Source: an optimization exercise on an open RTL-to-GDS flow (aim: small area and a short achievable clock period). Production flows keep margins and buffers that such runs may drop. Function was checked by simulation only, so behaviour that the tests miss may differ from the original. Power figures rest on the tool's default switching activity, not on a simulated workload.

==> flow/design.v (excerpt) <==
module wide_mult_result_serializer #(
  parameter int LATENCY = 7,
  parameter int DEPTH   = 8
) (
  input  logic         clock,
  input  logic         resetn,
  input  logic         start,
  input  logic [255:0] return_val,
  input  logic         clear,
  output logic [63:0]  out_data,
  output logic         out_valid,
  input  logic         out_ready,
  output logic         out_last,
  output logic [7:0]   out_tag,
  output logic [4:0]   fifo_count,
  output logic         overflow
);
For scale: roughly 4,400 cells after synthesis, about 2,300 flip-flops, about 81,000 µm² of cells after synthesis.
==> flow/config.mk <==
export PLATFORM = sky130hd
export DESIGN_NAME = wide_mult_result_serializer
export DESIGN_NICKNAME = wide_mult_result_serializer
export VERILOG_FILES = /design/flow/design.v
export SDC_FILE = /design/flow/constraint.sdc
export NUM_CORES = 4
export LEC_CHECK = 0
export CAP_MARGIN = 20
export CORE_MARGIN = 2
export CORE_UTILIZATION = 45
export CTS_CLUSTER_DIAMETER = 60
export CTS_CLUSTER_SIZE = 30
export SETUP_SLACK_MARGIN = 2.8
export SLEW_MARGIN = 20
==> flow/constraint.sdc <==
create_clock -name core_clock -period 5.5 [get_ports {clock}]
set_input_delay 1.1000 -clock core_clock [delete_from_list [all_inputs] [get_ports {clock}]]
set_output_delay 1.1000 -clock core_clock [all_outputs]
set_load 0.01 [all_outputs]
standard.sh (not shown) runs the stock make flow with config.mk's settings and CLKGATE_MAP_FILE= SYNTH_SCRIPT=/design/flow/synth_recipe.tcl, a recipe that flattens the netlist after the stock synthesis.
==> flow/flow/run.sh <==
#!/bin/bash
set -euo pipefail
export BUFFER_PORTS_ARGS="-buffer_cell sky130_fd_sc_hd__buf_1"
bash standard.sh > standard_flow.log 2>&1
The baseline completed with no timing, DRC or antenna violations.
Then changed:
CORE_UTILIZATION = 52   (was 45)
PLACE_DENSITY = 0.7   (was not set)
SETUP_SLACK_MARGIN = 3.0   (was 2.8)
Synthesized area does not change.
Synthesized cell count is unchanged.
Setup slack improves by 0.068 ns.
Final area rose slightly.

========
## red
wide_mult_result_serializer again, from the RTL that the note above started with.
==> flow/config.mk <==
export PLATFORM = sky130hd
export DESIGN_NAME = wide_mult_result_serializer
export DESIGN_NICKNAME = wide_mult_result_serializer
export VERILOG_FILES = /design/flow/design.v
export SDC_FILE = /design/flow/constraint.sdc
export NUM_CORES = 4
export LEC_CHECK = 0
export CAP_MARGIN = 20
export CORE_MARGIN = 2
export CORE_UTILIZATION = 45
export CTS_CLUSTER_DIAMETER = 60
export CTS_CLUSTER_SIZE = 30
export SETUP_SLACK_MARGIN = 3.0
export SLEW_MARGIN = 20
==> flow/constraint.sdc <==
create_clock -name core_clock -period 5.5 [get_ports {clock}]
set_input_delay 1.1000 -clock core_clock [delete_from_list [all_inputs] [get_ports {clock}]]
set_output_delay 1.1000 -clock core_clock [all_outputs]
set_load 0.01 [all_outputs]
Scripts as last shown in full above: flow/flow/run.sh
Input-level comparison between blue and red:
--- a/flow/config.mk
+++ b/flow/config.mk
@@ -10 +10 @@
-export CORE_UTILIZATION = 45
+export CORE_UTILIZATION = 52
Results
Reported max-cap violation count: blue vs red identical. Between red and blue, the clock skew figures differ only marginally. In the flow results for red and blue, the standard cell core area is larger on red. In blue the design area turned out 1.1% lower than in red. blue vs red, capture point of the worst path: out_data[49] vs out_valid. Insertion delay of the later-clocked pin in the worst-skew pair (higher): red. Of red and blue, the lower total wire length belongs to blue.
diff inputs: blue => green
--- a/flow/config.mk
+++ b/flow/config.mk
@@ -10 +10 @@
-export CORE_UTILIZATION = 52
+export CORE_UTILIZATION = 58
Of the two candidates, blue has the worse core outline area and green the better one. There was hardly any difference in slack of the critical path between blue and green. Adder and majority cell fraction of the synthesized area across blue and green: no real change. blue and green ended up with nearly the same clock-pin slew on the worst setup and hold paths. For blue, the worst setup path startpoint was data_r[49], unlike green, where it was data_r[51].
The inputs of orange differ from those of green as listed below.
==> flow/run.sh (new file) <==
#!/bin/bash
# synth_recipe.tcl (not shown) runs the flow's synth.tcl, then flattens the netlist and writes it again
# the make line also repeats each setting of config.mk as NAME=value (left out here)
make -C /OpenROAD-flow-scripts/flow DESIGN_CONFIG=/design/flow/config.mk WORK_HOME=/design/flow/orfs CLKGATE_MAP_FILE= SYNTH_SCRIPT=/design/flow/synth_recipe.tcl finish
--- a/flow/config.mk
+++ b/flow/config.mk
@@ -10 +10 @@
-export CORE_UTILIZATION = 58
+export CORE_UTILIZATION = 45
removed: flow/flow/run.sh
removed: flow/standard.sh
==> run summary <==
NOTE: final wirelength in orange exceeds that of green. Comparing green against orange, there is no change at all in area share of xor/xnor cells in the synthesized design. The sum of net half-perimeters after detailed placement on green is in line with that on orange.

========
Setup of the reference run:
Starting RTL as in the previous note.
==> flow/design.v (excerpt) <==
module wide_mult_result_serializer #(
  parameter int LATENCY = 7,
  parameter int DEPTH   = 8
) (
  input  logic         clock,
  input  logic         resetn,
  input  logic         start,
  input  logic [255:0] return_val,
  input  logic         clear,
  output logic [63:0]  out_data,
  output logic         out_valid,
  input  logic         out_ready,
  output logic         out_last,
  output logic [7:0]   out_tag,
  output logic [4:0]   fifo_count,
  output logic         overflow
);
==> flow/config.mk <==
export PLATFORM = sky130hd
export DESIGN_NAME = wide_mult_result_serializer
export DESIGN_NICKNAME = wide_mult_result_serializer
export VERILOG_FILES = /design/flow/design.v
export SDC_FILE = /design/flow/constraint.sdc
export NUM_CORES = 4
export LEC_CHECK = 0
export CAP_MARGIN = 20
export CORE_MARGIN = 2
export CORE_UTILIZATION = 52
export CTS_CLUSTER_DIAMETER = 60
export CTS_CLUSTER_SIZE = 30
export SETUP_SLACK_MARGIN = 3.1
export SLEW_MARGIN = 20
==> flow/constraint.sdc <==
create_clock -name core_clock -period 5.5 [get_ports {clock}]
set_input_delay 1.1000 -clock core_clock [delete_from_list [all_inputs] [get_ports {clock}]]
set_output_delay 1.1000 -clock core_clock [all_outputs]
set_load 0.01 [all_outputs]
==> flow/flow/run.sh <==
#!/bin/bash
set -euo pipefail
export BUFFER_PORTS_ARGS="-buffer_cell sky130_fd_sc_hd__buf_1"
bash standard.sh > standard_flow.log 2>&1
Inputs modified between the reference run and the trial run:
diff --git a/flow/flow/run.sh b/flow/flow/run.sh
--- a/flow/flow/run.sh
+++ b/flow/flow/run.sh
@@ -3,0 +4 @@
+export CTS_ARGS="-sink_clustering_enable -repair_clock_nets -sink_clustering_size 22 -sink_clustering_max_diameter 45 -sink_clustering_buffer sky130_fd_sc_hd__clkbuf_8 -buf_list sky130_fd_sc_hd__clkbuf_16"
diff --git a/flow/config.mk b/flow/config.mk
--- a/flow/config.mk
+++ b/flow/config.mk
@@ -11,3 +11,3 @@
-export CTS_CLUSTER_DIAMETER = 60
-export CTS_CLUSTER_SIZE = 30
-export SETUP_SLACK_MARGIN = 3.1
+export CTS_CLUSTER_DIAMETER = 45
+export CTS_CLUSTER_SIZE = 22
+export SETUP_SLACK_MARGIN = 3.0
==> run summary <==
Proportion of total power due to net switching in the trial run is 1.4 points above the reference run. The reference run was routed with more vias than the trial run. The trial run gives more filler cell count than the reference run did. Changes observed in the trial run relative to the reference run: via density per instance fell 1.9%; final critical-path required period rose 0.031 ns.

what the ideal ports hide:
No port has a modelled driver above. Below, the same layouts with a new extraction and two added sets of constraints.
Step 1, drivers: a clkbuf_16 drives clock and a buf_2 each remaining input, both assumed.
Step 2 moves the port delays by t, midway between the first and last clock arrival at a register: inputs arrive t later, outputs are due t later. That takes back most of the time a late clock gives input paths.
Three values: ideal ports, drivers, drivers and shift; two values: the first two.
run	t, ns	slack for setup (ns)	worst hold slack (ns)	clock arrival spread, ns	worst register clock-pin slew, ns
the first run of note 1	0.902	2.837 / 2.744 / 2.059	0.359 / 0.293 / 0.457	0.047 / 0.048	0.10 / 0.10
the second run of note 1	0.881	2.905 / 2.820 / 2.240	0.178 / 0.148 / 0.472	0.057 / 0.057	0.11 / 0.11
red	0.920	2.919 / 2.824 / 2.308	0.251 / 0.185 / 0.465	0.048 / 0.048	0.11 / 0.11
blue	0.874	2.958 / 2.873 / 2.590	0.315 / 0.254 / 0.472	0.036 / 0.036	0.10 / 0.10
green	0.883	2.958 / 2.875 / 2.280	0.211 / 0.155 / 0.469	0.043 / 0.043	0.10 / 0.10
orange	0.899	2.915 / 2.829 / 2.285	0.231 / 0.195 / 0.466	0.044 / 0.044	0.11 / 0.11
the reference run	0.868	2.953 / 2.874 / 2.591	0.316 / 0.261 / 0.473	0.038 / 0.038	0.10 / 0.10
the trial run	0.892	2.922 / 2.840 / 2.588	0.285 / 0.226 / 0.470	0.052 / 0.052	0.12 / 0.12
After both steps every run listed still meets setup and hold. The setup slack of the first run of note 1, which loses most, moves by -0.093 ns with the drivers and by -0.778 ns with both steps.
